From an optimization exercise on the open Yosys and OpenROAD flow, aimed at small area; shortcuts taken in it are not production practice.
In this exercise RTL edits were held to simulation tests only and were not proved equivalent to the original.
Power and IR drop assume default switching activity.

==> flow/design.v <==
module io_device_fifo #(
  parameter int DATA_W  = 32,
  parameter int DEPTH   = 32,
  parameter int INDEX_W = 9,
  parameter int THRESH  = 1
) (
  input  logic                       clk,
  input  logic                       rst,
  input  logic [INDEX_W-1:0]         index,
  input  logic                       io_write,
  input  logic [DATA_W-1:0]          wdata,
  output logic [DATA_W-1:0]          rdata,
  output logic                       rdata_valid,
  input  logic                       ack,
  output logic                       gpio,
  input  logic                       ext_valid,
  input  logic [DATA_W-1:0]          ext_data,
  output logic                       ext_ready,
  output logic [$clog2(DEPTH):0]     count,
  output logic                       overflow
);
  localparam int AW = $clog2(DEPTH);
  localparam logic [1:0] IDLE = 2'b00, DONE = 2'b01, REQ = 2'b10, XFER = 2'b11;
  logic [1:0]        state, state_nxt;
  logic [AW-1:0]     wr_ptr, rd_ptr, raddr;
  logic [AW:0]       burst_len, burst_nxt;
  logic              cs, ack_rd, cs_rd, cs_wr, push, pop, ld, nonempty;
  assign cs       = index[INDEX_W-1];
  assign ack_rd   = ack & ~io_write;
  assign cs_rd    = cs & ~io_write;
  assign cs_wr    = cs & io_write;
  assign nonempty = |count;
  assign ext_ready = ~count[AW];
  assign push      = ext_valid & ~count[AW];
  assign pop       = (state == XFER) & ack_rd & ~cs & nonempty;
  assign ld        = cs_rd | pop;
  assign gpio      = state[1];
  assign raddr = rd_ptr + (index[AW-1:0] & {AW{cs}});
  always_comb begin
    state_nxt = state;
    burst_nxt = burst_len;
    case (state)
      IDLE: if (nonempty) state_nxt = REQ;
      REQ: begin
        if (ack_rd && !cs) begin
          burst_nxt = count;
          state_nxt = XFER;
        end
      end
      XFER: begin
        if (!ack_rd) begin
          state_nxt = REQ;
        end else if (!cs) begin
          if (!nonempty) begin
            state_nxt = DONE;
          end else begin
            burst_nxt = burst_len - 1'b1;
            if (burst_len == 1 || (count == 1 && !push)) state_nxt = DONE;
          end
        end
      end
      default: state_nxt = nonempty ? REQ : IDLE;   
    endcase
  end
  always_ff @(posedge clk or posedge rst) begin
    if (rst) begin
      state       <= IDLE;
      burst_len   <= '0;
      wr_ptr      <= '0;
      rd_ptr      <= '0;
      count       <= '0;
      overflow    <= 1'b0;
      rdata_valid <= 1'b0;
    end else begin
      state     <= state_nxt;
      burst_len <= burst_nxt;
      if (push) wr_ptr <= wr_ptr + 1'b1;
      if (pop)  rd_ptr <= rd_ptr + 1'b1;
      if (push & ~pop) count <= count + 1'b1;
      else if (pop & ~push) count <= count - 1'b1;
      if (ext_valid & count[AW]) overflow <= 1'b1;
      rdata_valid <= ld;
    end
  end
  logic [DEPTH-1:0]  cpu, ext, hold, rd;
  logic [DATA_W-1:0] q [DEPTH];
  logic [DATA_W-1:0] d [DEPTH];
  for (genvar r = 0; r < DEPTH; r++) begin : g_row
    assign cpu[r]  = cs_wr & (raddr == AW'(r));
    assign ext[r]  = push & (wr_ptr == AW'(r)) & ~cpu[r];
    assign hold[r] = ~(cpu[r] | ext[r]);
    assign rd[r]   = ld & (raddr == AW'(r));
    for (genvar b = 0; b < DATA_W; b++) begin : g_bit
      io_device_fifo_wbit u_w (
        .cpu  (cpu[r]),  .wdata (wdata[b]),
        .ext  (ext[r]),  .edata (ext_data[b]),
        .hold (hold[r]), .q     (q[r][b]),
        .d    (d[r][b])
      );
    end
    always_ff @(posedge clk) q[r] <= d[r];
  end
  logic [DATA_W-1:0] rdata_nxt;
  for (genvar b = 0; b < DATA_W; b++) begin : g_rbit
    logic [DEPTH:0] col;
    for (genvar r = 0; r < DEPTH; r++) begin : g_col
      assign col[r] = q[r][b];
    end
    assign col[DEPTH] = rdata[b];
    io_device_fifo_rdbit u_r (.sel ({~ld, rd}), .d (col), .y (rdata_nxt[b]));
  end
  always_ff @(posedge clk or posedge rst) begin
    if (rst) rdata <= '0;
    else     rdata <= rdata_nxt;
  end
endmodule
module io_device_fifo_wbit (
  input  logic cpu, wdata, ext, edata, hold, q,
  output logic d
);
  logic n_d;
  io_device_fifo_aoi222 u_a (.a1 (cpu), .a2 (wdata), .b1 (ext), .b2 (edata), .c1 (hold), .c2 (q), .y (n_d));
  io_device_fifo_inv    u_i (.a (n_d), .y (d));
endmodule
module io_device_fifo_inv (
  input  logic a,
  output logic y
);
  assign y = ~a;
endmodule
module io_device_fifo_rdbit (
  input  logic [32:0] sel,
  input  logic [32:0] d,
  output logic        y
);
  logic [10:0] n;
  for (genvar i = 0; i < 11; i++) begin : g_aoi
    io_device_fifo_aoi222 u_a (
      .a1 (sel[3*i]),   .a2 (d[3*i]),
      .b1 (sel[3*i+1]), .b2 (d[3*i+1]),
      .c1 (sel[3*i+2]), .c2 (d[3*i+2]),
      .y  (n[i])
    );
  end
  assign y = ~&n;
endmodule
module io_device_fifo_aoi222 (
  input  logic a1, a2, b1, b2, c1, c2,
  output logic y
);
  assign y = ~((a1 & a2) | (b1 & b2) | (c1 & c2));
endmodule
==> flow/run.sh <==
#!/bin/bash
# synth_recipe.tcl (not shown) runs the flow's synth.tcl, then flattens the netlist and writes it again
# the make line also repeats each setting of config.mk as NAME=value (left out here)
make -C /OpenROAD-flow-scripts/flow DESIGN_CONFIG=/design/flow/config.mk WORK_HOME=/design/flow/orfs CLKGATE_MAP_FILE= SYNTH_SCRIPT=/design/flow/synth_recipe.tcl finish
==> flow/config.mk <==
export PLATFORM = sky130hd
export DESIGN_NAME = io_device_fifo
export DESIGN_NICKNAME = io_device_fifo
export VERILOG_FILES = /design/flow/design.v
export SDC_FILE = /design/flow/constraint.sdc
export NUM_CORES = 4
export LEC_CHECK = 0
export CAP_MARGIN = 20
export CORE_MARGIN = 2
export CORE_UTILIZATION = 40
export SLEW_MARGIN = 20
export SYNTH_HIERARCHICAL = 1
export SYNTH_MINIMUM_KEEP_SIZE = 0
==> flow/constraint.sdc <==
create_clock -name core_clock -period 5.0 [get_ports {clk}]
set_input_delay 1.0000 -clock core_clock [delete_from_list [all_inputs] [get_ports {clk}]]
set_output_delay 1.0000 -clock core_clock [all_outputs]
set_load 0.01 [all_outputs]
==> results of run 1 <==
[report_power, final]
part | internal (W) | switching [W] | leakage, nW | total, W
clock | 0.00499 | 0.00365 | 1.90 | 0.00864
sequential | 0.0124 | 0.00213 | 9.22 | 0.0145
combinational | 0.00387 | 0.00428 | 14.5 | 0.00815
total | 0.0213 | 0.0101 | 25.6 | 0.0313
[routing by layer]
layer | part of all wire [%] | vias up
met1 | 37 | 21584
li1 | - | 18202
met4 | 5.7 | 2
met5 | 0.0061 | -
met3 | 15 | 601
met2 | 42 | 3652
[final timing paths]
path                            cells after the start        end     start  slack [ns]
min in group asynchronous                           2  rdata[23]       rst        0.80
max in group asynchronous                           3  rd_ptr[3]       rst        3.28
worst min register to register                      1   overflow  overflow        0.45
worst min-delay path                                1   overflow  overflow        0.45
worst max-delay path                               14  rdata[29]  index[8]        0.58
worst max register to register                     12  rdata[29]  count[0]        1.05
[per-module statistics from Yosys (local to each module, per instance), a selection]
module	flip-flops and latches	cells inside	times used
io_device_fifo_aoi222	0	1	1376
io_device_fifo_inv	0	1	1024
io_device_fifo	1082	1513	1
io_device_fifo_rdbit	0	4	32
[kinds of logic (layout without fill, tap and decap cells)]
| group | Yosys count | count (layout) | synth area share (%) |
|---|---|---|---|
| buffers and inverters | 1125 | 1672 | 10.1 |
| AND/OR/NAND/NOR | 315 | 315 | 4.32 |
| flip-flops | 1082 | 1082 | 50.8 |
| AO/OA/AOI/OAI | 1478 | 1478 | 33.7 |
| other | 0 | 4 | 0 |
| XOR/XNOR | 17 | 17 | 0.344 |
| multiplexers | 5 | 5 | 0.122 |
| adder cells (fa/ha/maj) | 19 | 19 | 0.567 |
[synthesized netlist by cell type, types with 4 or more instances]
master	number	share of area (%)
nor2b_1	5	0.072
inv_1	1039	9.0
buf_4	32	0.56
or2_2	8	0.12
and2_1	7	0.10
nor3_1	21	0.24
nand2b_1	8	0.12
ha_1	18	0.52
dfxtp_1	1024	47
nand2_1	21	0.18
nor2_1	30	0.26
xnor2_1	10	0.20
a31oi_1	34	0.49
nor4_2	9	0.26
nand4_1	68	0.98
and3_1	16	0.23
o21ai_0	7	0.081
a311oi_1	4	0.081
or3_1	33	0.48
nand3_1	53	0.61
a32oi_1	4	0.081
dfrtp_1	58	3.4
clkbuf_1	34	0.30
o41a_1	8	0.21
a222oi_1	1376	32
a21oi_1	8	0.093
o31a_1	8	0.16
buf_2	13	0.15
nor3_2	5	0.12
nor4_1	22	0.32
buf_1	4	0.035
a41oi_1	8	0.16
xor2_1	7	0.14
[registers in the layout (all words and copies together), names as in the netlist, 2 cells and up]
| name | cells |
|---|---|
| q | 1024 |
| rdata | 32 |
| burst_len | 6 |
| count | 6 |
| rd_ptr | 5 |
| wr_ptr | 5 |
| state | 2 |
[per-stage QoR]
| stage | utilization (%) | cell area (µm²) | TNS, ns | total power (W) |
|---|---|---|---|---|
| after global placement | 46.5 | 49900 | 0 | 0.0222 |
| after global routing | 50.2 | 53800 | 0 | 0.0328 |
| final | 50.2 | 53800 | 0 | 0.0313 |
| after detailed placement | 46.6 | 49900 | 0 | 0.0226 |
| after floorplan | - | 43400 | -103.82 | 0.0192 |
| after CTS | 50.1 | 53700 | 0 | 0.0311 |
[worst max-delay path: stages]
cell and delay, ns:
clkdlybuf4s50_1 0.46, and2_1 0.17, ha_1 0.21, fa_1 0.41
nand3_1 0.12, o211ai_2 0.22, o2bb2ai_4 0.29, buf_12 0.22
buf_4 0.16, nor4_4 0.86, buf_4 0.46, a222oi_1 0.18
nand3_1 0.14, or3_1 0.12
[final cells by class]
type	count	area share (%)
inverter	1039	7.25
clock buffer	171	6.22
antenna	4	0.0186
timing repair buffer	421	7.61
tap	1403	3.26
clock inverter	41	0.891
sequential	1082	40.8
multi-input combinational	1834	33.9
==> out/metrics.cfg, run 1 <==
[timing]
hold_viol = 0
slew_viol_final = 0
worstMarginPinSlew_ns = 1.19
finClkSkew_ns = 0.0681
finalCritPeriodShare_pct = 88.5
min_period_ns = 4.42
grt_setup_unrepaired = false
maxSlewHeadroom_pct = 20.2
holdWs_ns = 0.453
setup_viol = 0
fin_ws_ns = 0.576
fmax_mhz = 226

[pwr]
cellPowerDensity_nw_per_um2 = 582
ir_worst_vdd_mv = 0.318
p_leak_nw = 25.6

[placement]
gp_congestion = 0.903
portBuffers = 116
hpwlAfterDp_mm = 110
placed_cells = 5777
place_ws_ns = 0.0149

[floorplan]
ios = 120
start_util_pct = 40.3
die_w_um = 333
die_h_um = 333
die_area_um2 = 111000
core_area_um2 = 107000
rows = 120

[clock_network]
post_cts_buffers = 0
cts_resized = 0
cts.reportedPaths.clkPinSlew_ns = 0.06
cts_sinks = 1082
root_buffer = clkbuf_16
cts.path.max_buffers = 3
cts_buffers = 112
tritoncts = built
cts_hold_buf = 0
htreeDepth = 3
insertion_delay_ns = 0.72

[setup_path]
crit_type = input port to register
cp.arrival_ns = 5.08
required_ns = 5.66
critPathCaptureType = register
critPathMaxFanout = 16
worstSetupStartpointType = input port

[global_routing]
grt.met3_usage_pct = 9.84
grt_use_met1_pct = 43.8
grt_pass1_wl_mm = 280
met2_usage_pct = 50.0
grt_pass1_vias = 40975
gr-usage-all-layers_pct = 33.5
grt_max_degree = 34
antenna_found_initial = 5
grt_overflow = 0
busiest_layer = met2

[run]
drv_cap = 0

[drt]
drc = 0
wire_per_inst_um = 32.6
drt_iter0_markers = 13592
dr_total_vias = 44041
dr.pass1.iters = 14
drt-total-wl_mm = 195
ant_nets = 0
vias_per_cell = 7.35

[yosys]
synthArstFlopShare_pct = 5.36
synth_seq_area_share_pct = 50.8
synth_cell_types = 62
synthCells = 4041
syn-cell-area_um2 = 43200
syn_area_per_cell_um2 = 10.7
synthFlopType = dfxtp_1
ys_ff_latch = 1082
synth_edf_count = 0
yosysWarnings = 10
syn_nets = 4138

[finish]
ff_latch_area_um2 = 22000
final_cell_mix = 1,376 x a222oi_1, 1,038 x inv_1, 1,024 x dfxtp_1
multiInputGateArea_um2 = 18200
final_common_cell = a222oi_1
fill_cells = 9705
final_nets = 4587
instances_no_fill = 5995
syn2layout_area_growth_pct = 24.4
final_layout_size_suffix_gt1_share_pct = 13.9

[status]
status = timing/DRC/antenna clean

[hold_path]
min_path_type = register to register

==> run 2: changes to the inputs <==
--- a/flow/design.v
+++ b/flow/design.v
@@ -82,20 +82,23 @@
       rdata_valid <= ld;
     end
   end
-  logic [DEPTH-1:0]  cpu, ext, hold, rd;
+  logic [DEPTH-1:0]  n_cpu, n_ext, hold, rd;
+  logic [DATA_W-1:0] n_wdata, n_ext_data;
   logic [DATA_W-1:0] q [DEPTH];
   logic [DATA_W-1:0] d [DEPTH];
+  assign n_wdata    = ~wdata;
+  assign n_ext_data = ~ext_data;
   for (genvar r = 0; r < DEPTH; r++) begin : g_row
-    assign cpu[r]  = cs_wr & (raddr == AW'(r));
-    assign ext[r]  = push & (wr_ptr == AW'(r)) & ~cpu[r];
-    assign hold[r] = ~(cpu[r] | ext[r]);
-    assign rd[r]   = ld & (raddr == AW'(r));
+    assign n_cpu[r] = ~(cs_wr & (raddr == AW'(r)));
+    assign n_ext[r] = ~(push & (wr_ptr == AW'(r)) & n_cpu[r]);
+    assign hold[r]  = n_cpu[r] & n_ext[r];
+    assign rd[r]    = ld & (raddr == AW'(r));
     for (genvar b = 0; b < DATA_W; b++) begin : g_bit
       io_device_fifo_wbit u_w (
-        .cpu  (cpu[r]),  .wdata (wdata[b]),
-        .ext  (ext[r]),  .edata (ext_data[b]),
-        .hold (hold[r]), .q     (q[r][b]),
-        .d    (d[r][b])
+        .n_cpu (n_cpu[r]), .n_wdata (n_wdata[b]),
+        .n_ext (n_ext[r]), .n_edata (n_ext_data[b]),
+        .hold  (hold[r]),  .q       (q[r][b]),
+        .d     (d[r][b])
       );
     end
     always_ff @(posedge clk) q[r] <= d[r];
@@ -115,18 +118,24 @@
   end
 endmodule
 module io_device_fifo_wbit (
-  input  logic cpu, wdata, ext, edata, hold, q,
+  input  logic n_cpu, n_wdata, n_ext, n_edata, hold, q,
   output logic d
 );
-  logic n_d;
-  io_device_fifo_aoi222 u_a (.a1 (cpu), .a2 (wdata), .b1 (ext), .b2 (edata), .c1 (hold), .c2 (q), .y (n_d));
-  io_device_fifo_inv    u_i (.a (n_d), .y (d));
+  logic n_hq;
+  io_device_fifo_nand2  u_h (.a (hold), .b (q), .y (n_hq));
+  io_device_fifo_oai221 u_d (.a1 (n_cpu), .a2 (n_wdata), .b1 (n_ext), .b2 (n_edata), .c (n_hq), .y (d));
 endmodule
-module io_device_fifo_inv (
-  input  logic a,
+module io_device_fifo_nand2 (
+  input  logic a, b,
   output logic y
 );
-  assign y = ~a;
+  assign y = ~(a & b);
+endmodule
+module io_device_fifo_oai221 (
+  input  logic a1, a2, b1, b2, c,
+  output logic y
+);
+  assign y = ~((a1 | a2) & (b1 | b2) & c);
 endmodule
 module io_device_fifo_rdbit (
   input  logic [32:0] sel,
==> flow/flow/run.sh (new file) <==
#!/bin/bash
# Own layout flow: the standard flow (standard.sh, unchanged synthesis) with
#  - CTS without dummy loads, on small clock buffers,
#  - power recovery after global routing, which downsizes cells on paths with slack.
# Each tool's full output goes to the ORFS logs under orfs/logs; make's own output to flow_make.log.
set -euo pipefail
cd "$(dirname "$0")/.."
bash standard.sh \
  "CTS_ARGS=-sink_clustering_enable -repair_clock_nets -dont_use_dummy_load -buf_list {sky130_fd_sc_hd__clkbuf_4 sky130_fd_sc_hd__clkbuf_8}" \
  RECOVER_POWER=100 \
  finish > flow_make.log 2>&1
==> flow/standard.sh (new file) <==
#!/bin/bash
# synth_recipe.tcl (not shown) runs the flow's synth.tcl, then flattens the netlist and writes it again
# the make line also repeats each setting of config.mk as NAME=value (left out here)
make -C /OpenROAD-flow-scripts/flow DESIGN_CONFIG=/design/flow/config.mk WORK_HOME=/design/flow/orfs CLKGATE_MAP_FILE= SYNTH_SCRIPT=/design/flow/synth_recipe.tcl "${@:-finish}"
--- a/flow/config.mk
+++ b/flow/config.mk
@@ -5,6 +5,7 @@
 export SDC_FILE = /design/flow/constraint.sdc
 export NUM_CORES = 4
 export LEC_CHECK = 0
+export ABC_AREA = 0
 export CAP_MARGIN = 20
 export CORE_MARGIN = 2
 export CORE_UTILIZATION = 40
removed: flow/run.sh
==> out/metrics.cfg, run 2 <==
[yosys]
syn_nets = 4183
syn_area_per_cell_um2 = 11.8
synth.area.top_cells = dfxtp_1 42%, o221ai_2 32%, nand2_1 8.1%
synth_xor_area_share_pct = 0.308
synthCells = 4086
ys_top_cells_by_count = 1,040 x nand2_1, 1,024 x dfxtp_1, 1,024 x o221ai_2, 352 x a222oi_1, 78 x inv_1
yosysWarnings = 10
yosysMostFrequentCell = nand2_1
synth_mux_area_share_pct = 0.109
synth_fa_ha_area_share_pct = 0.507
synthFlopType = dfxtp_1
synth_seq_area_share_pct = 45.4
syn-cell-area_um2 = 48400
yosys.area_share.simple_pct = 11.5
synth_edf_count = 0
synth-compound-area-share_pct = 40.7
synth_top_area_cell = dfxtp_1
synthArstFlopShare_pct = 5.36
ys_ff_latch = 1082
synth_top_family_by_area = compound AO/OA/AOI/OAI gates
synth_cell_types = 59
yosysTopAreaCellShare_pct = 42.4

[hold_path]
min_path_type = register to register
hold_start = overflow

[drt]
drt_iter0_markers = 6219
drt-total-wl_mm = 206
vias_per_cell = 6.99
dr.pass1.iters = 10
ant_nets = 0
wire_per_inst_um = 32.7
dr_total_vias = 44072
drc = 0

[clock_network]
cts.reportedPaths.clkPinSlew_ns = 0.06
tritoncts = built
cts_buffers = 186
cts_sinks = 1082
post_cts_buffers = 0
htreeDepth = 4
root_buffer = clkbuf_8
insertion_delay_ns = 0.88
cts_hold_buf = 0
cts.path.max_buffers = 3
cts_resized = 0

[timing]
finalCritPeriodShare_pct = 93.9
worstMarginPinSlew_ns = 2.35
min_period_ns = 4.70
setup_viol = 0
slew_viol_final = 70
hold_viol = 0
fmax_mhz = 213
maxSlewHeadroom_pct = -56.8
fin_ws_ns = 0.303
tns_ns = 0
grt_setup_unrepaired = false
finClkSkew_ns = 0.0901

[finish]
top_regs = q: 1024 flops, rdata: 32 flops
syn2layout_area_growth_pct = 11.3
final_layout_size_suffix_gt1_share_pct = 21.4
final_cell_mix = 1,040 x nand2_1, 1,024 x dfxtp_1, 738 x o221ai_1
instances_no_fill = 6303
max_flop_register = q
final_common_cell = nand2_1
final_nets = 4787
largest_reg_flops = 1024
fin_util_pct = 44.9

[setup_path]
critPathMaxFanout = 9
crit_type = input port to register
required_ns = 5.82
rr_startpoint = rd_ptr[0]
worstSetupStartpointType = input port
cp.arrival_ns = 5.52
critPathLaunch = index[8]
critPathCaptureType = register

[floorplan]
die_h_um = 352
die_w_um = 352
rows = 127
start_util_pct = 40.3
ios = 120
die_area_um2 = 124000
core_area_um2 = 120000

[status]
status = complete, but fails checks
so_faults = capacitance limit, slew limit

[global_routing]
grt_pass1_wl_mm = 299
gr-usage-all-layers_pct = 32.4
grt_max_degree = 36
antenna_found_initial = 8
grt_overflow = 0
grt_pass1_vias = 43005

[run]
drv_cap = 3

[pwr]
netSwitchingPower_w = 0.00995
cellPowerDensity_nw_per_um2 = 542
pwr-share-comb_pct = 27.4
p_int_w = 0.0192
switching_share_pct = 34.1
seq_power_share_pct = 49.9
ir_worst_vdd_mv = 0.265
power_frac_clock_pct = 22.7
p_leak_nw = 19.7
power_w = 0.0292

[placement]
hpwlAfterDp_mm = 124
portBuffers = 116
placed_cells = 6106
place_ws_ns = -0.0723
gp_congestion = 0.916

==> run 2: area by class of cell <==
type	instances	area, µm²
clock buffers	186	2560
repair buffers	493	4740
diodes	3	7.51
well taps	1612	2020
flip-flops and latches	1082	22000
multi-input cells	2849	22300
fillers	11637	66100
inverters	78	303
==> run 2: worst max-delay path, stage by stage <==
cell	delay, ns
dlygate4sd3_1	0.55
and2_0	0.19
ha_1	0.22
fa_1	0.49
clkbuf_4	0.19
xnor2_1	0.24
buf_4	0.27
nand2_1	0.20
nor3_2	1.00
buf_4	0.31
a222oi_1	0.10
nand4_1	0.10
clkbuf_1	0.45
or3_1	0.20
==> run 2: metal layers <==
| layer | track usage (%) | part of all wire [%] | vias up |
|---|---|---|---|
| met4 | 16.2 | 5.2 | 4 |
| met1 | 42.7 | 40 | 22033 |
| met5 | 0 | 0.013 | - |
| met2 | 49.4 | 43 | 2906 |
| met3 | 7.84 | 11 | 589 |
| li1 | - | - | 18540 |
==> run 2: per-module statistics from Yosys, one instance, submodules excluded, excerpt <==
| module | copies in the design | cell area (µm²) | cells inside |
|---|---|---|---|
| io_device_fifo_nand2 | 1024 | 3.75 | 1 |
| io_device_fifo_oai221 | 1024 | 15.0 | 1 |
| io_device_fifo_aoi222 | 352 | 10.0 | 1 |
| io_device_fifo_rdbit | 32 | 23.8 | 4 |
| io_device_fifo | 1 | 24900 | 1558 |
==> run 2: path summary, 6_finish.rpt <==
check,slack (ns),endpoint,cells after the start
min reg2reg,0.45,overflow,1
min,0.45,overflow,1
max in group asynchronous,1.16,wr_ptr[2],3
max reg2reg,0.74,rdata[10],12
min in group asynchronous,1.00,rdata[15],2
max,0.30,rdata[10],14
==> run 2: cells by family (layout without fill, tap and decap cells) <==
kind of cell	Yosys count	after routing
AOI/OAI and AO/OA	1483	1483
and+or+nand+nor	1325	1325
DFF	1082	1082
buffers and inverters	155	757
adders and majority gates	19	19
xor gates and xnor gates	17	17
muxes	5	5
other	0	3
==> run 2: metrics by stage <==
step                hold slack, ns  instance area (µm²)
floorplan                    0.435                48600
global placement             0.437                56200
detailed placement           0.446                56200
CTS                          0.458                58800
global route                 0.473                53900
finish                       0.450                53900
==> run 2: power groups by stage <==
stage	combinational [W]	sequential [W]	clock, W
3_5_place_dp	0.00941	0.0146	0
6_report	0.00800	0.0146	0.00663
4_1_cts	0.00942	0.0145	0.00669
2_1_floorplan	0.00679	0.0140	0
5_1_grt	0.00873	0.0149	0.00706
3_3_place_gp	0.00905	0.0145	0
==> run 3: changes to the inputs <==
==> flow/flow/run.sh (replaced) <==
#!/bin/bash
# Own layout flow: the standard flow (standard.sh, with its unchanged synthesis) plus
#  - after floorplan, every combinational cell set to drive 1 (downsize.tcl); the flow's own
#    repair_design / repair_timing then size up or buffer only where needed,
#  - CTS without dummy loads, on clkbuf_8, with sink clusters of up to 16 flops.
# make's output goes to flow_make.log; each ORFS step keeps its full log under orfs/logs.
set -euo pipefail
cd "$(dirname "$0")/.."
bash standard.sh \
  "POST_FLOORPLAN_TCL=$PWD/flow/downsize.tcl" \
  "CTS_ARGS=-sink_clustering_enable -repair_clock_nets -dont_use_dummy_load -buf_list {sky130_fd_sc_hd__clkbuf_8} -sink_clustering_size 16 -sink_clustering_max_diameter 50" \
  finish > flow_make.log 2>&1
==> flow/flow/downsize.tcl (new file) <==
# Runs after floorplan (POST_FLOORPLAN_TCL): give every combinational cell that synthesis
# sized above drive 1 its drive-1 variant. Later repair_design / repair_timing upsize or
# buffer again wherever slew, capacitance or timing needs it.
set db [ord::get_db]
set block [ord::get_db_block]
set n 0
foreach inst [$block getInsts] {
  set m [$inst getMaster]
  set name [$m getName]
  if {![regexp {^(sky130_fd_sc_hd__[a-z0-9]+)_([0-9]+)$} $name -> base size]} continue
  if {$size <= 1} continue
  if {[regexp {__(df|dl|sdf|edf|sdl|tap|fill|decap|conb|clk)} $name]} continue
  set m1 [$db findMaster ${base}_1]
  if {$m1 eq "NULL" || $m1 eq ""} continue
  if {[$inst swapMaster $m1]} { incr n }
}
puts "downsize.tcl: $n cells set to drive 1"
==> out/metrics.cfg, run 3 <==
[status]
status = timing/DRC/antenna clean

[timing]
maxSlewHeadroom_pct = 25.1
tns_ns = 0
grt_setup_unrepaired = false
finClkSkew_ns = 0.118
holdWs_ns = 0.456
hold_viol = 0
finalCritPeriodShare_pct = 89.1
worstMarginPinSlew_ns = 1.12
slew_viol_final = 0
fmax_mhz = 225
min_period_ns = 4.45
setup_viol = 0

[finish]
design_area_um2 = 50600
final_common_cell = nand2_1
syn2layout_area_growth_pct = 4.56
final_layout_size_suffix_gt1_share_pct = 11.9
final_cell_mix = 1,040 x nand2_1, 1,024 x o221ai_1, 1,024 x dfxtp_1
max_flop_register = q
largest_reg_flops = 1024
top_regs = q: 1024 flops, rdata: 32 flops
instances_no_fill = 6139
fin_util_pct = 42.2
final_nets = 4625

[setup_path]
r2r_cells = 11
cp.arrival_ns = 5.13
crit_type = input port to register
required_ns = 5.68
r2r_slack_ns = 1.03
worstSetupStartpointType = input port
rr_startpoint = rd_ptr[0]
r2r_end = rdata[26]
critPathCaptureType = register
critPathLaunch = index[8]
critPathMaxFanout = 18

[clock_network]
cts_resized = 0
cts.reportedPaths.clkPinSlew_ns = 0.07
root_buffer = clkbuf_8
cts.path.max_buffers = 3
insertion_delay_ns = 0.83
cts_sinks = 1082
tritoncts = built
cts_buffers = 111
cts_hold_buf = 0
htreeDepth = 3
post_cts_buffers = 0

[hold_path]
min_path_type = register to register
hold_depth = 1
min_to = overflow
hold_start = overflow

[floorplan]
die_h_um = 352
die_area_um2 = 124000
rows = 127
core_area_um2 = 120000
die_w_um = 352
ios = 120
start_util_pct = 40.3

[yosys]
ys_ff_latch = 1082
synthArstFlopShare_pct = 5.36
syn_area_per_cell_um2 = 11.8
yosysMostFrequentCell = nand2_1
synth_cell_types = 59
yosysWarnings = 10
syn_nets = 4183
synth_seq_area_share_pct = 45.4
synth_top_area_cell = dfxtp_1
synth_edf_count = 0
syn-cell-area_um2 = 48400
ys_top_cells_by_count = 1,040 x nand2_1, 1,024 x dfxtp_1, 1,024 x o221ai_2, 352 x a222oi_1, 78 x inv_1
synth.area.top_cells = dfxtp_1 42%, o221ai_2 32%, nand2_1 8.1%
synthFlopType = dfxtp_1
yosysTopAreaCellShare_pct = 42.4
synthCells = 4086

[global_routing]
grt_max_degree = 41
grt_pass1_wl_mm = 281
gr-usage-all-layers_pct = 30.1
grt_pass1_vias = 41430
grt_overflow = 0
antenna_found_initial = 6

[placement]
gp_congestion = 0.879
placed_area_um2 = 48900
placed_cells = 6021
hpwlAfterDp_mm = 109
portBuffers = 116

[drt]
drc = 0
dr.pass1.iters = 8
dr_total_vias = 43747
vias_per_cell = 7.13
ant_nets = 0
drt_iter0_markers = 7486
drt-total-wl_mm = 193
wire_per_inst_um = 31.5

[pwr]
cellPowerDensity_nw_per_um2 = 527
p_leak_nw = 18.5
ir_worst_vdd_mv = 0.216

[run]
drv_cap = 0

-- run 3: worst max-delay path by stage --
stage / endpoint / slack, ns / cells after the start
6_report: rdata[26] / 0.55 / 13
5_1_grt: rdata[9] / 0.40 / 15
4_1_cts: rdata[26] / 0.67 / 13
3_5_place_dp: rdata[0] / -0.13 / 13
3_3_place_gp: rdata[0] / -0.05 / 13
2_1_floorplan: q[16][0] / -1.39 / 9
-- run 3: modules after synthesis, one instance, submodules excluded, a selection --
module / cells / flip-flops and latches
io_device_fifo: 1558 / 1082
io_device_fifo_aoi222: 1 / 0
io_device_fifo_nand2: 1 / 0
io_device_fifo_oai221: 1 / 0
io_device_fifo_rdbit: 4 / 0
-- run 3: layout make-up --
type	instances	area, µm²
inverters	78	294
repair buffers	406	4320
flip-flops and latches	1082	22000
multi-input cells	2849	20500
clock buffers	111	1530
diodes	1	2.50
fillers	11586	69400
well taps	1612	2020
-- run 3: where the power goes --
| group | leakage [nW] | switching [W] | internal [W] |
|---|---|---|---|
| logic | 8.52 | 0.00406 | 0.00323 |
| registers | 9.22 | 0.00203 | 0.0124 |
| clock network | 0.798 | 0.00297 | 0.00196 |
-- run 3: metal layers --
metal  global-route usage (%)  share of wire, %
met1                     40.2                39
met2                     44.7                42
met3                     8.14                13
met4                     14.9               5.5
met5                        0             0.014
-- run 3: cells by family (layout without fill, tap and decap cells) --
group           count (synthesis)  count (layout)  synth area share [%]
simple gates                 1325            1325                  11.5
flops                        1082            1082                  45.4
mux                             5               5                 0.109
other cells                     0               1                     0
compound gates               1483            1483                  40.7
buf+inv                       155             595                  1.49
fa+ha+maj                      19              19                 0.507
xor+xnor                       17              17                 0.308
-- run 3: through the flow --
step / worst slack [ns] / total power, W
5_1_grt: 0.400 / 0.0281
2_1_floorplan: -1.39 / 0.0208
3_3_place_gp: -0.0549 / 0.0213
4_1_cts: 0.673 / 0.0265
6_report: 0.547 / 0.0266
3_5_place_dp: -0.126 / 0.0216
-- run 3: worst max-delay path, stage by stage --
cell,delay (ns)
clkdlybuf4s50_1,0.52
and2_1,0.16
ha_1,0.19
fa_1,0.37
nand3_1,0.20
a211oi_1,0.39
o22ai_2,0.18
buf_12,0.21
nor3_2,0.72
buf_4,0.49
a222oi_1,0.12
nand4_1,0.36
or3_1,0.19
==> run 4: changes to the inputs <==
==> flow/flow/run.sh (replaced) <==
#!/bin/bash
# Own layout flow: the standard flow (standard.sh, with its unchanged synthesis) plus
#  - after floorplan, every combinational cell set to drive 1 (downsize.tcl); the flow's own
#    repair_design / repair_timing then size up or buffer only where needed,
#  - port buffers on buf_1 (the smallest buffer),
#  - CTS without dummy loads, on clkbuf_8, with sink clusters of up to 16 flops.
# make's output goes to flow_make.log; each ORFS step keeps its full log under orfs/logs.
set -euo pipefail
cd "$(dirname "$0")/.."
bash standard.sh \
  "POST_FLOORPLAN_TCL=$PWD/flow/downsize.tcl" \
  "BUFFER_PORTS_ARGS=-buffer_cell sky130_fd_sc_hd__buf_1" \
  "CTS_ARGS=-sink_clustering_enable -repair_clock_nets -dont_use_dummy_load -buf_list {sky130_fd_sc_hd__clkbuf_8} -sink_clustering_size 16 -sink_clustering_max_diameter 50" \
  finish > flow_make.log 2>&1
--- a/flow/config.mk
+++ b/flow/config.mk
@@ -6,9 +6,9 @@
 export NUM_CORES = 4
 export LEC_CHECK = 0
 export ABC_AREA = 0
-export CAP_MARGIN = 20
+export CAP_MARGIN = 0
 export CORE_MARGIN = 2
-export CORE_UTILIZATION = 40
-export SLEW_MARGIN = 20
+export CORE_UTILIZATION = 30
+export SLEW_MARGIN = 0
 export SYNTH_HIERARCHICAL = 1
 export SYNTH_MINIMUM_KEEP_SIZE = 0
==> out/metrics.cfg, run 4 <==
[drt]
dr.pass1.iters = 8
drc = 0
drt_iter0_markers = 8008
ant_nets = 0
wire_per_inst_um = 30.1
vias_per_cell = 6.63
dr_total_vias = 43849
drt-total-wl_mm = 199

[status]
status = timing/DRC/antenna clean

[setup_path]
required_ns = 5.61
critPathTopFamily = buffers and inverters
cp.arrival_ns = 4.77
critPathLaunch = index[8]
worstSetupStartpointType = input port
cpMostUsedCell = buf_4
cp_num_buf_inv = 4
crit_path_max_incr_delay_ns = 0.55
cp_slowest_cell = xor2_4
critPathMaxFanout = 32
crit_type = input port to register
cp_cell_sequence = buf_1 > and2_1 > ha_1 > a21o_1 > a21oi_1 > buf_4 > xor2_4 > buf_4 > nor4_2 > buf_4 > a222oi_1 > nand3_1 > or3_1
critPathCaptureType = register
rr_startpoint = rd_ptr[1]

[timing]
finalCritPeriodShare_pct = 83.1
slew_viol_final = 0
maxSlewHeadroom_pct = 12.5
min_period_ns = 4.16
setup_viol = 0
fin_ws_ns = 0.843
worstMarginPinSlew_ns = 1.31
fmax_mhz = 241
hold_viol = 0
tns_ns = 0
holdWs_ns = 0.360
finClkSkew_ns = 0.161
grt_setup_unrepaired = false

[clock_network]
root_buffer = clkbuf_8
cts.path.max_buffers = 3
post_cts_buffers = 0
insertion_delay_ns = 0.83
cts_resized = 0
cts_sinks = 1082
tritoncts = built
cts_hold_buf = 0
htreeDepth = 3
cts_buffers = 103
cts.reportedPaths.clkPinSlew_ns = 0.07

[floorplan]
rows = 147
start_util_pct = 30.2
die_area_um2 = 165000
die_h_um = 406
ios = 120
core_area_um2 = 160000
die_w_um = 406

[finish]
ff_latch_area_um2 = 22000
final_cell_mix = 1,040 x nand2_1, 1,024 x o221ai_1, 1,024 x dfxtp_1
multiInputGateArea_um2 = 20500
fin_util_pct = 30.9
fill_cells = 16579
top_regs = q: 1024 flops, rdata: 32 flops
final_nets = 4554
syn2layout_area_growth_pct = 2.30
final_common_cell = nand2_1
max_flop_register = q
largest_reg_flops = 1024
design_area_um2 = 49500
final_layout_size_suffix_gt1_share_pct = 10.3

[global_routing]
grt_max_degree = 33
grt_pass1_wl_mm = 286
grt_overflow = 0
gr-usage-all-layers_pct = 23.1
antenna_found_initial = 7
grt_pass1_vias = 41387

[yosys]
syn-cell-area_um2 = 48400
syn_nets = 4183
synthArstFlopShare_pct = 5.36
yosysWarnings = 10
synthFlopType = dfxtp_1
syn_area_per_cell_um2 = 11.8
ys_ff_latch = 1082
synth_seq_area_share_pct = 45.4
synth.area.top_cells = dfxtp_1 42%, o221ai_2 32%, nand2_1 8.1%
ys_top_cells_by_count = 1,040 x nand2_1, 1,024 x dfxtp_1, 1,024 x o221ai_2, 352 x a222oi_1, 78 x inv_1
synth_edf_count = 0
synth_cell_types = 59
yosysMostFrequentCell = nand2_1
synthCells = 4086
yosysTopAreaCellShare_pct = 42.4
synth_top_area_cell = dfxtp_1

[hold_path]
min_path_type = input port to asynchronous set/reset pin

[placement]
place_ws_ns = 0.115
placed_area_um2 = 48100
hpwlAfterDp_mm = 109
gp_congestion = 0.866
portBuffers = 116

[pwr]
ir_worst_vdd_mv = 0.233
cellPowerDensity_nw_per_um2 = 530
p_leak_nw = 17.8

[run]
drv_cap = 0

-- run 4: Yosys stat by module (local to each module, per instance), excerpt --
| module | flops+latches | times used | cells inside |
|---|---|---|---|
| io_device_fifo | 1082 | 1 | 1558 |
| io_device_fifo_rdbit | 0 | 32 | 4 |
| io_device_fifo_oai221 | 0 | 1024 | 1 |
| io_device_fifo_aoi222 | 0 | 352 | 1 |
| io_device_fifo_nand2 | 0 | 1024 | 1 |
-- run 4: layer usage --
layer / vias to the layer above / global-route usage (%) / share of wire [%]
met5: - / 0.743 / 0.092
met4: 10 / 11.5 / 5.8
met3: 666 / 7.15 / 14
met2: 3538 / 33.7 / 42
met1: 21662 / 30.6 / 38
li1: 17973 / - / -
-- run 4: worst paths after layout --
| kind | to | cells past startpoint | slack, ns |
|---|---|---|---|
| max in group asynchronous | rdata[15] | 3 | 3.51 |
| min in group core_clock | q[1][13] | 2 | 0.46 |
| hold / removal | rdata_valid | 2 | 0.36 |
| setup reg to reg | rdata[21] | 11 | 1.18 |
| setup / recovery | rdata[21] | 13 | 0.84 |
| hold reg to reg | q[1][13] | 2 | 0.46 |
-- run 4: through the flow --
| step | power, W | cells |
|---|---|---|
| floorplan | 0.0208 | 4086 |
| global placement | 0.0210 | 6512 |
| detailed placement | 0.0214 | 6512 |
| CTS | 0.0261 | 6615 |
| global route | 0.0277 | 6616 |
| finish | 0.0262 | 6618 |
-- run 4: cell families after synthesis --
| group | after synthesis | share of synthesized area, % |
|---|---|---|
| xor+xnor | 17 | 0.308 |
| fa+ha+maj | 19 | 0.507 |
| flops | 1082 | 45.4 |
| buf+inv | 155 | 1.49 |
| simple gates | 1325 | 11.5 |
| mux | 5 | 0.109 |
| compound gates | 1483 | 40.7 |
-- run 4: where the power goes --
group	total (W)	internal (W)	switching [W]
Sequential	0.0144	0.0124	0.00202
Combinational	0.00706	0.00294	0.00411
Clock	0.00476	0.00182	0.00294
-- run 4: cell type report --
cell class	instances	area share, %
timing repair buffer	343	5.41
sequential	1082	44.3
antenna	3	0.0152
clock buffer	103	2.86
inverter	78	0.591
tap	2160	5.46
multi-input combinational	2849	41.3
==> run 5: changes to the inputs <==
==> flow/flow/run.sh (replaced) <==
#!/bin/bash
# Own layout flow: the standard flow (standard.sh, with its unchanged synthesis) plus
#  - after floorplan, every combinational cell set to drive 1 (downsize.tcl); the flow's own
#    repair_design / repair_timing then size up or buffer only where needed,
#  - port buffers on buf_1 (the smallest buffer),
#  - CTS without dummy loads, on clkbuf_4, with sink clusters of up to 10 flops.
# make's output goes to flow_make.log; each ORFS step keeps its full log under orfs/logs.
set -euo pipefail
cd "$(dirname "$0")/.."
bash standard.sh \
  "POST_FLOORPLAN_TCL=$PWD/flow/downsize.tcl" \
  "BUFFER_PORTS_ARGS=-buffer_cell sky130_fd_sc_hd__buf_1" \
  "CTS_ARGS=-sink_clustering_enable -repair_clock_nets -dont_use_dummy_load -buf_list {sky130_fd_sc_hd__clkbuf_4} -sink_clustering_size 10 -sink_clustering_max_diameter 40" \
  finish > flow_make.log 2>&1
==> out/metrics.cfg, run 5 <==
[yosys]
synth_top_area_cell = dfxtp_1
syn-cell-area_um2 = 48400
synth_cell_types = 59
synth.area.top_cells = dfxtp_1 42%, o221ai_2 32%, nand2_1 8.1%
synth_edf_count = 0
synthArstFlopShare_pct = 5.36
synth_seq_area_share_pct = 45.4
yosysWarnings = 10
syn_nets = 4183
yosysTopAreaCellShare_pct = 42.4
synthFlopType = dfxtp_1
yosysMostFrequentCell = nand2_1
ys_ff_latch = 1082
ys_top_cells_by_count = 1,040 x nand2_1, 1,024 x dfxtp_1, 1,024 x o221ai_2, 352 x a222oi_1, 78 x inv_1
syn_area_per_cell_um2 = 11.8
synthCells = 4086

[timing]
fin_ws_ns = 1.09
finalCritPeriodShare_pct = 78.3
worstMarginPinSlew_ns = 1.36
min_period_ns = 3.91
maxSlewHeadroom_pct = 9.54
hold_viol = 0
setup_viol = 0
finClkSkew_ns = 0.177
fmax_mhz = 255
slew_viol_final = 0
grt_setup_unrepaired = false
holdWs_ns = 0.277

[pwr]
cellPowerDensity_nw_per_um2 = 524
switching_share_pct = 35.3
seq_power_share_pct = 55.8
power_frac_clock_pct = 16.8
p_leak_nw = 17.7
pwr-share-comb_pct = 27.4
netSwitchingPower_w = 0.00912
p_int_w = 0.0167
ir_worst_vdd_mv = 0.227

[setup_path]
r2r_cells = 10
critPathCaptureType = register
crit_type = register to register
required_ns = 5.90
critPathMaxFanout = 32
cp.arrival_ns = 4.81
worstSetupStartpointType = register
r2r_end = rdata[7]
r2r_slack_ns = 1.09
rr_startpoint = count[3]

[finish]
ff_latch_area_um2 = 22000
max_flop_register = q
fill_cells = 16660
final_nets = 4600
multiInputGateArea_um2 = 20500
fin_util_pct = 30.7
top_regs = q: 1024 flops, rdata: 32 flops
final_common_cell = nand2_1
largest_reg_flops = 1024
final_cell_mix = 1,040 x nand2_1, 1,024 x o221ai_1, 1,024 x dfxtp_1
final_layout_size_suffix_gt1_share_pct = 11.2
syn2layout_area_growth_pct = 1.72

[clock_network]
htreeDepth = 4
tritoncts = built
cts_buffers = 148
cts.reportedPaths.clkPinSlew_ns = 0.09
root_buffer = clkbuf_4
cts_sinks = 1082
cts.path.max_buffers = 3
insertion_delay_ns = 1.19

[drt]
wire_per_inst_um = 30.0
drt-total-wl_mm = 200
ant_nets = 0
drt_iter0_markers = 7912
vias_per_cell = 6.62
dr.pass1.iters = 10
dr_total_vias = 44170
drc = 0

[global_routing]
antenna_found_initial = 5
gr-usage-all-layers_pct = 23.2
grt_overflow = 0
grt_pass1_vias = 41670
grt_max_degree = 33
grt_pass1_wl_mm = 287

[run]
drv_cap = 0

[hold_path]
min_path_type = input port to register
min_to = state[0]
hold_depth = 3
hold_start = ack

[placement]
gp_congestion = 0.866
place_ws_ns = 0.115
portBuffers = 116
hpwlAfterDp_mm = 109

[floorplan]
ios = 120
die_w_um = 406
start_util_pct = 30.2
core_area_um2 = 160000
die_area_um2 = 165000
die_h_um = 406
rows = 147

[status]
status = timing/DRC/antenna clean

==> run 5: cell counts after synthesis <==
Identical to the previous run, type by type.
==> run 5: timing repair <==
item / CTS / global route
hold endpoints to repair: 26 / 0
setup buffers: 0 / 0
hold buffers: 1 / 0
gates resized for setup: 0 / 0
endpoints found under the setup margin: 0 / 0
==> run 5: layout make-up <==
type	instances	area share [%]
inverter	78	0.595
sequential	1082	44.6
multi-input combinational	2849	41.6
tap	2160	5.49
clock buffer	148	2.26
antenna	9	0.0458
timing repair buffer	344	5.46
==> run 5: cells by family (layout without fill, tap and decap cells) <==
group,Yosys count,count (layout),share of synthesized area [%]
compound gates,1483,1483,40.7
simple gates,1325,1325,11.5
flops,1082,1082,45.4
buf+inv,155,570,1.49
fa+ha+maj,19,19,0.507
xor+xnor,17,17,0.308
mux,5,5,0.109
other cells,0,9,0
==> run 5: Yosys stat by module, one instance, submodules excluded, a selection <==
module / area, µm² / times used / cells inside / flip-flops and latches
io_device_fifo_oai221: 15.0 / 1024 / 1 / 0
io_device_fifo_nand2: 3.75 / 1024 / 1 / 0
io_device_fifo: 24900 / 1 / 1558 / 1082
io_device_fifo_aoi222: 10.0 / 352 / 1 / 0
io_device_fifo_rdbit: 23.8 / 32 / 4 / 0
==> run 5: worst max path at each step <==
stage | startpoint | endpoint
3_3_place_gp | index[8] | rdata[23]
5_1_grt | count[3] | rdata[7]
6_report | count[3] | rdata[7]
3_5_place_dp | index[8] | rdata[14]
2_1_floorplan | index[8] | q[16][0]
4_1_cts | count[3] | rdata[7]
==> run 5: metrics by stage <==
step | total power [W] | cell area, µm² | std cells | setup TNS (ns)
4_1_cts | 0.0256 | 49200 | 6661 | 0
3_5_place_dp | 0.0214 | 48100 | 6512 | 0
2_1_floorplan | 0.0208 | 48600 | 4086 | -622.34
6_report | 0.0258 | 49200 | 6670 | 0
5_1_grt | 0.0273 | 49200 | 6666 | 0
3_3_place_gp | 0.0210 | 48100 | 6512 | 0
==> run 5: routing by layer <==
layer / GRT usage, % / routed length, µm / vias to the layer above
li1: - / - / 18111
met1: 30.8 / 77000 / 21802
met2: 33.9 / 84300 / 3636
met3: 7.15 / 28200 / 613
met4: 11.4 / 10200 / 8
met5: 1.16 / 174 / -
==> run 5: power groups by stage <==
stage          Combinational, W  Sequential [W]  Clock, W
2_1_floorplan           0.00679          0.0140         0
3_3_place_gp            0.00658          0.0144         0
3_5_place_dp            0.00690          0.0145         0
5_1_grt                 0.00779          0.0148   0.00471
6_report                0.00707          0.0144   0.00433
4_1_cts                 0.00692          0.0143   0.00436
==> run 5: worst max-delay path: stages (launching register included) <==
cell and delay (ns):
dfrtp_1 0.49, nor4_1 0.64, a2111oi_2 0.16, buf_4 0.21, o211ai_1 0.29, buf_12 0.22
nor3_2 0.05, buf_4 0.35, a222oi_1 0.45, nand4_1 0.40, or3_1 0.47
==> run 6: changes to the inputs <==
==> flow/flow/run.sh (replaced) <==
#!/bin/bash
# Own layout flow: the standard flow (standard.sh, with its unchanged synthesis) plus
#  - after floorplan, every combinational cell set to drive 1 (downsize.tcl); the flow's own
#    repair_design / repair_timing then size up or buffer only where needed,
#  - port buffers on buf_1 (the smallest buffer),
#  - CTS without dummy loads, on clkbuf_4, with sink clusters of up to 9 flops.
# make's output goes to flow_make.log; each ORFS step keeps its full log under orfs/logs.
set -euo pipefail
cd "$(dirname "$0")/.."
bash standard.sh \
  "POST_FLOORPLAN_TCL=$PWD/flow/downsize.tcl" \
  "BUFFER_PORTS_ARGS=-buffer_cell sky130_fd_sc_hd__buf_1" \
  "CTS_ARGS=-sink_clustering_enable -repair_clock_nets -dont_use_dummy_load -buf_list {sky130_fd_sc_hd__clkbuf_4} -sink_clustering_size 9 -sink_clustering_max_diameter 35" \
  finish > flow_make.log 2>&1
--- a/flow/config.mk
+++ b/flow/config.mk
@@ -9,6 +9,7 @@
 export CAP_MARGIN = 0
 export CORE_MARGIN = 2
 export CORE_UTILIZATION = 30
+export PLACE_DENSITY = 0.75
 export SLEW_MARGIN = 0
 export SYNTH_HIERARCHICAL = 1
 export SYNTH_MINIMUM_KEEP_SIZE = 0
==> out/metrics.cfg, run 6 <==
[finish]
final_common_cell = nand2_1
max_flop_register = q
fill_cells = 16431
largest_reg_flops = 1024
final_cell_mix = 1,040 x nand2_1, 1,024 x o221ai_1, 1,024 x dfxtp_1
instances_no_fill = 6645
final_nets = 4576
fin_util_pct = 30.4
final_layout_size_suffix_gt1_share_pct = 10.6
syn2layout_area_growth_pct = 0.835
top_regs = q: 1024 flops, rdata: 32 flops

[hold_path]
min_to = state[0]
hold_start = ack
min_path_type = input port to register
hold_depth = 3

[clock_network]
cts_buffers = 153
cts_resized = 0
htreeDepth = 4
root_buffer = clkbuf_4
cts.reportedPaths.clkPinSlew_ns = 0.10
cts_sinks = 1082
post_cts_buffers = 0
insertion_delay_ns = 1.18
cts.path.max_buffers = 3
tritoncts = built

[drt]
drt-total-wl_mm = 192
ant_nets = 0
dr_total_vias = 45338
wire_per_inst_um = 28.9
drt_iter0_markers = 9297
drc = 0
dr.pass1.iters = 10
vias_per_cell = 6.82

[timing]
worstMarginPinSlew_ns = 1.38
hold_viol = 0
fin_ws_ns = 0.755
tns_ns = 0
finalCritPeriodShare_pct = 84.9
min_period_ns = 4.25
maxSlewHeadroom_pct = 8.08
fmax_mhz = 236
finClkSkew_ns = 0.204
grt_setup_unrepaired = false
slew_viol_final = 0
setup_viol = 0

[global_routing]
grt_overflow = 0
gr-usage-all-layers_pct = 22.2
grt_pass1_vias = 43307
grt_max_degree = 33
grt_pass1_wl_mm = 278
antenna_found_initial = 7

[setup_path]
r2r_cells = 10
worstSetupStartpointType = register
cp.arrival_ns = 5.16
critPathMaxFanout = 27
required_ns = 5.91
r2r_slack_ns = 0.75
rr_startpoint = count[3]
r2r_end = rdata[17]
critPathCaptureType = register
crit_type = register to register

[pwr]
p_int_w = 0.0167
pwr-share-comb_pct = 27.3
power_w = 0.0259
p_leak_nw = 17.5
power_frac_clock_pct = 16.7
netSwitchingPower_w = 0.00922
ir_worst_vdd_mv = 0.236
switching_share_pct = 35.6
cellPowerDensity_nw_per_um2 = 531
seq_power_share_pct = 55.9

[yosys]
synthCells = 4086
yosysWarnings = 10
syn-cell-area_um2 = 48400
synth_top_area_cell = dfxtp_1
synth_seq_area_share_pct = 45.4
ys_top_cells_by_count = 1,040 x nand2_1, 1,024 x dfxtp_1, 1,024 x o221ai_2, 352 x a222oi_1, 78 x inv_1
synth_cell_types = 59
ys_ff_latch = 1082
synth.area.top_cells = dfxtp_1 42%, o221ai_2 32%, nand2_1 8.1%
synthFlopType = dfxtp_1
yosysTopAreaCellShare_pct = 42.4
syn_nets = 4183
synth_edf_count = 0
syn_area_per_cell_um2 = 11.8
synthArstFlopShare_pct = 5.36
yosysMostFrequentCell = nand2_1

[placement]
hpwlAfterDp_mm = 109
place_ws_ns = 0.274
portBuffers = 116
placed_cells = 6482
gp_congestion = 0.906

[floorplan]
start_util_pct = 30.2
core_area_um2 = 160000
die_h_um = 406
rows = 147
die_area_um2 = 165000
ios = 120
die_w_um = 406

[run]
drv_cap = 0

[status]
status = timing/DRC/antenna clean

run 6: cell types whose count changed in the layout (fill, tap and decap cells not counted):
cell,change
buf_4,-10
diode_2,-1
inv_2,-1
clkbuf_4,+5
nand3_1,+3
inv_1,-1
nand3_2,-3
buf_16,+1
clkinv_1,+1
clkinv_2,+1
buf_12,-20
run 6: cell families after synthesis:
family / after synthesis / synth area share, %
buf+inv: 155 / 1.49
mux: 5 / 0.109
compound gates: 1483 / 40.7
fa+ha+maj: 19 / 0.507
xor+xnor: 17 / 0.308
flops: 1082 / 45.4
simple gates: 1325 / 11.5
run 6: metrics by stage:
step	hold slack [ns]	cell area [µm²]
6_report	0.285	48800
5_1_grt	0.245	48800
4_1_cts	0.199	48700
3_5_place_dp	0.444	47600
3_3_place_gp	0.437	47600
2_1_floorplan	0.435	48600
run 6: layer usage:
metal,track usage [%],vias up,wire length (µm)
li1,-,18073,-
met1,27.9,21675,68000
met2,31.1,4550,76900
met3,9.23,1028,33400
met4,13.6,12,13500
met5,0.268,-,119
run 6: modules after synthesis, one instance, submodules excluded, excerpt:
| module | cells inside | area, µm² | times used | flops+latches |
|---|---|---|---|---|
| io_device_fifo_oai221 | 1 | 15.0 | 1024 | 0 |
| io_device_fifo_nand2 | 1 | 3.75 | 1024 | 0 |
| io_device_fifo_aoi222 | 1 | 10.0 | 352 | 0 |
| io_device_fifo | 1558 | 24900 | 1 | 1082 |
| io_device_fifo_rdbit | 4 | 23.8 | 32 | 0 |
run 6: repair_timing:
| item | 4_1_cts | 5_1_grt |
|---|---|---|
| endpoints found under the hold margin | 26 | 0 |
| hold buffers | 1 | 0 |
| endpoints found under the setup margin | 0 | 0 |
run 6: worst max-delay path, stage by stage, from the launching register on:
cell	delay [ns]
dfrtp_1	0.49
nor4_1	0.63
a2111oi_2	0.22
buf_4	0.22
o211ai_1	0.18
buf_4	0.35
nor4_2	0.15
buf_4	0.31
a222oi_1	0.42
nand4_1	0.54
or3_1	0.55
run 6: power by group through the flow:
| stage | Sequential (W) | Combinational [W] | Clock [W] |
|---|---|---|---|
| after CTS | 0.0144 | 0.00687 | 0.00431 |
| after global routing | 0.0148 | 0.00772 | 0.00467 |
| after detailed placement | 0.0145 | 0.00684 | 0 |
| after global placement | 0.0144 | 0.00642 | 0 |
| final | 0.0145 | 0.00708 | 0.00434 |
| after floorplan | 0.0140 | 0.00679 | 0 |
run 6: worst max path at each step:
| stage | startpoint | end | cells past startpoint |
|---|---|---|---|
| 2_1_floorplan | index[8] | q[16][0] | 9 |
| 5_1_grt | count[3] | rdata[17] | 10 |
| 4_1_cts | count[3] | rdata[17] | 10 |
| 3_3_place_gp | index[8] | rdata[22] | 13 |
| 3_5_place_dp | index[8] | rdata[16] | 13 |
| 6_report | count[3] | rdata[17] | 10 |
run 6: area by class of cell:
cell class	count	area [µm²]	area share, %
flip-flops and latches	1082	22000	45.0
repair buffers	315	2240	4.59
multi-input cells	2849	20400	41.9
clock buffers	153	1150	2.35
diodes	8	20.0	0.0410
inverters	78	294	0.603
well taps	2160	2700	5.54

-- re-timing with driven ports --
The results above use ideal ports. As a check the final layouts listed here were re-extracted and re-timed, cells and wires unchanged.
Step 1 (the two cells are an assumption about what drives the block):
set clk [get_ports {clk}]
set_driving_cell -lib_cell sky130_fd_sc_hd__clkbuf_16 $clk
set_driving_cell -lib_cell sky130_fd_sc_hd__buf_2 [delete_from_list [all_inputs] $clk]
Step 2 adds t to the input delays and takes it off the output delays; t is the mean of the earliest and latest rising clock arrival at the registers after step 1. Input paths then give back, and output paths get back, about the clock's delay inside the block.
Slacks: ideal ports / drivers / drivers and shift; pairs: ideal ports / drivers.
run	t, ns	setup slack, ns	worst hold slack (ns)
run 1	0.760	0.576 / 0.617 / -0.143	0.453 / 0.453 / 0.453
run 2	0.913	0.303 / 0.352 / -0.561	0.450 / 0.450 / 0.450
run 3	0.853	0.547 / 0.600 / -0.253	0.456 / 0.456 / 0.456
run 4	0.816	0.843 / 0.889 / 0.074	0.360 / 0.309 / 0.458
run 5	1.151	1.086 / 1.086 / 0.048	0.277 / 0.228 / 0.457
run 6	1.148	0.755 / 0.755 / 0.055	0.285 / 0.244 / 0.457
For run 5, which loses most, drivers alone change the setup slack by 0.000 ns; drivers and shift together by -1.038 ns.
